This is an optimization exercise on Yosys and OpenROAD, whose aim is small area, a short achievable clock period and few clock cycles per item, not a production implementation.
Where RTL was checked, it was by simulation tests only, not by an equivalence proof against the original.
Power is estimated from default activity; no workload was simulated.

==> flow/design.v (excerpt) <==
module dcc_packet_decoder (
  input  logic        clk,
  input  logic        rst_n,
  input  logic        in_valid,
  output logic        in_ready,
  input  logic        in_operation,
  input  logic [31:0] in_edge_time,
  output logic        out_valid,
  input  logic        out_ready,
  output logic [1:0]  out_decoder_status,
  output logic [7:0]  out_address_byte,
  output logic [7:0]  out_instruction_byte,
  output logic [7:0]  out_check_byte,
  input  logic        cfg_valid,
  output logic        cfg_ready,
  input  logic [2:0]  cfg_index,
  input  logic [31:0] cfg_data
);
Size in the first run: ~400 flip-flops, about 19000 sq um of cells after synthesis.
export LEC_CHECK = 0
export ABC_CLOCK_PERIOD_IN_PS = 8000
export CAP_MARGIN = 20
export CORE_MARGIN = 2
export CORE_UTILIZATION = 40
export CTS_BUF_LIST = sky130_fd_sc_hd__clkbuf_16
export CTS_CLUSTER_DIAMETER = 80
export CTS_CLUSTER_SIZE = 24
export SETUP_SLACK_MARGIN = 5
export SLEW_MARGIN = 20
create_clock -name core_clock -period 8.0 [get_ports {clk}]
standard.sh (not shown) runs the stock make flow with config.mk's settings and CLKGATE_MAP_FILE= SYNTH_SCRIPT=/design/flow/synth_recipe.tcl, a recipe that flattens the netlist after the stock synthesis.
==> flow/flow/run.sh <==
#!/bin/bash
# The standard layout, with plain buf_1 cells as the port buffers (the
# standard flow's buffer_ports picks a larger delay buffer); the repair
# steps still size them as timing needs.
set -euo pipefail
export BUFFER_PORTS_ARGS="-buffer_cell sky130_fd_sc_hd__buf_1"
bash standard.sh > standard.log 2>&1
Testbench counts at the start, summed over its fixed seeds: cycles 16,467, items 16,427.
Edit:
--- a/flow/design.v
+++ b/flow/design.v
@@ -119,39 +119,35 @@
     for (int l = 0; l < L; l++)
       for (int i = 0; i < (W >> (l + 1)); i++) begin
         g[i] = g[2*i+1] | (p[2*i+1] & g[2*i]);
         p[i] = p[2*i+1] & p[2*i];
       end
     ge = g[0];
   end
 endmodule
-module dcc_carries (
+module dcc_blk_gp (
   input  logic [31:0] a,
   input  logic [31:0] b,
-  output logic [3:0]  c
+  output logic [3:0]  g,
+  output logic [3:0]  p
 );
-  logic [3:0] g, p;
   always_comb begin
     for (int k = 0; k < 4; k++) begin
       logic [7:0] gg, pp;
       gg = a[8*k +: 8] & ~b[8*k +: 8];
       pp = a[8*k +: 8] | ~b[8*k +: 8];
       for (int l = 0; l < 3; l++)
         for (int i = 0; i < (8 >> (l + 1)); i++) begin
           gg[i] = gg[2*i+1] | (pp[2*i+1] & gg[2*i]);
           pp[i] = pp[2*i+1] & pp[2*i];
         end
       g[k] = gg[0];
       p[k] = pp[0];
     end
-    c[0] = g[0] | p[0];
-    c[1] = g[1] | (p[1] & c[0]);
-    c[2] = g[2] | (p[2] & g[1]) | (p[2] & p[1] & c[0]);
-    c[3] = g[3] | (p[3] & g[2]) | (p[3] & p[2] & g[1]) | (p[3] & p[2] & p[1] & c[0]);
   end
 endmodule
 module dcc_sub_blk (
   input  logic [31:0] a,
   input  logic [31:0] b,
   input  logic [2:0]  ci,     
   output logic [31:0] d
 );
@@ -159,17 +155,17 @@
   assign cin = {ci, 1'b1};
   for (genvar k = 0; k < 4; k++) begin : g_blk
     logic [8:0] s;
     assign s = {1'b0, a[8*k +: 8]} + {1'b0, ~b[8*k +: 8]} + {8'b0, cin[k]};
     assign d[8*k +: 8] = s[7:0];
   end
 endmodule
 module dcc_dpath #(
-  parameter bit SUB_FAST = 1'b0   
+  parameter bit SUB_FAST = 1'b0
 ) (
   input  logic        clk,
   input  logic        rst_n,
   input  logic        acc,
   input  logic        in_operation,
   input  logic [31:0] in_edge_time,
   input  logic        cfg_valid,
   input  logic [2:0]  cfg_index,
@@ -196,44 +192,50 @@
   always_ff @(posedge clk) begin
     if (we[0]) one_min_r  <= cfg_word(dcc_pkg::ONE_MIN_RST);
     if (we[1]) one_max_r  <= cfg_word(dcc_pkg::ONE_MAX_RST);
     if (we[2]) one_skew_r <= skew_wd[30:0];
     if (we[3]) zero_min_r <= cfg_word(dcc_pkg::ZERO_MIN_RST);
     if (we[4]) zero_max_r <= cfg_word(dcc_pkg::ZERO_MAX_RST);
   end
   logic [31:0] t_r, t_old_r, d_r, d_a;
-  logic [3:0]  c_r, c_in;
+  logic [3:0]  g_r, p_r, g_in, p_in, c_a;
   logic        nb_r, va_r, opa_r;
-  dcc_carries u_carries (.a(in_edge_time), .b(t_r), .c(c_in));
+  dcc_blk_gp u_blk_gp (.a(in_edge_time), .b(t_r), .g(g_in), .p(p_in));
   always_ff @(posedge clk) begin
     if (!rst_n) begin
       t_r  <= '0;
       va_r <= 1'b0;
     end else begin
       va_r <= acc;
       if (acc && !in_operation)
         t_r <= in_edge_time;
     end
   end
   always_ff @(posedge clk) begin
     t_old_r <= t_r;
-    c_r     <= c_in;
+    g_r     <= g_in;
+    p_r     <= p_in;
     opa_r   <= in_operation;
   end
-  dcc_sub_blk u_sub_a (.a(t_r), .b(t_old_r), .ci(c_r[2:0]), .d(d_a));
+  assign c_a[0] = g_r[0] | p_r[0];
+  assign c_a[1] = g_r[1] | (p_r[1] & c_a[0]);
+  assign c_a[2] = g_r[2] | (p_r[2] & g_r[1]) | (p_r[2] & p_r[1] & c_a[0]);
+  assign c_a[3] = g_r[3] | (p_r[3] & g_r[2]) | (p_r[3] & p_r[2] & g_r[1]) |
+                  (p_r[3] & p_r[2] & p_r[1] & c_a[0]);
+  dcc_sub_blk u_sub_a (.a(t_r), .b(t_old_r), .ci(c_a[2:0]), .d(d_a));
   always_ff @(posedge clk) begin
     opb0_r <= opa_r;
     d_r    <= d_a;
-    nb_r   <= c_r[3];
+    nb_r   <= c_a[3];
   end
   logic [31:0] d1_r, x_b, x_r;
   logic        nb_b, ci_r, vb_r, opb0_r, opb_r, gtb_r, in1_r, in0_r, vb0_r;
   logic        ge1, le1, ge0, le0;
-  dcc_sub #(.W(32), .FAST(SUB_FAST)) u_sub_b (.a(d1_r), .b(d_r), .d(x_b), .nb(nb_b));
+  dcc_sub #(.W(32), .FAST(1'b1)) u_sub_b (.a(d1_r), .b(d_r), .d(x_b), .nb(nb_b));
   dcc_ge  #(.W(32)) u_ge1 (.a(d_r), .b(one_min_r),  .ci(1'b1), .ge(ge1));
   dcc_ge  #(.W(32)) u_le1 (.a(one_max_r), .b(d_r),  .ci(1'b1), .ge(le1));
   dcc_ge  #(.W(32)) u_ge0 (.a(d_r), .b(zero_min_r), .ci(1'b1), .ge(ge0));
   dcc_ge  #(.W(32)) u_le0 (.a(zero_max_r), .b(d_r), .ci(1'b1), .ge(le0));
   always_ff @(posedge clk) begin
     if (!rst_n) begin
       vb0_r <= 1'b0;
       vb_r  <= 1'b0;
=> Global-route usage shrinks by 0.74 points. Setup slack is worse by 0.54 ns. Flip-flop and latch count rose by 4. Wire length is lower by a few percent. Clock skew fell by 0.0035 ns. Total power decreases slightly. Non-clock buffer count came out lower by 1. Synthesized area goes up by a few percent. Register-to-register slack loses 0.05 ns. Synthesized cell count rose by a few percent. Final cell count rose by a few percent. Worst hold slack is worse by 0.0033 ns. Cell area increases slightly. Sequential share of layout area went down by 0.32 points.
No functional check of the RTL was part of the second run of this note.

[re-timing with driven ports]
No port has a modelled driver above. Below, the same layouts with a new extraction and two added sets of constraints. Step 1 (the two cells are an assumption about what drives the block):
set clk [get_ports {clk}]
set_driving_cell -lib_cell sky130_fd_sc_hd__clkbuf_16 $clk
set_driving_cell -lib_cell sky130_fd_sc_hd__buf_2 [delete_from_list [all_inputs] $clk]
Step 2 moves the port delays by t, midway between the first and last clock arrival at a register: inputs arrive t later, outputs are due t later. That takes back most of the time a late clock gives input paths. Slacks: ideal / step 1 / step 2; pairs: ideal / step 1.
run	t (ns)	slack for setup (ns)	latest minus earliest clock arrival (ns)	slew at the worst register clock pin (ns)	worst slew at a driven data input, ns
the first run	0.607	5.058 / 4.998 / 4.506	0.021 / 0.021	0.10 / 0.10	0.07
the second run	0.590	4.516 / 4.546 / 3.956	0.016 / 0.016	0.10 / 0.10	0.06
After both steps setup and hold are still met in every run listed. The setup slack of the second run, which loses most, moves by +0.030 ns with the drivers and by -0.560 ns with both steps.
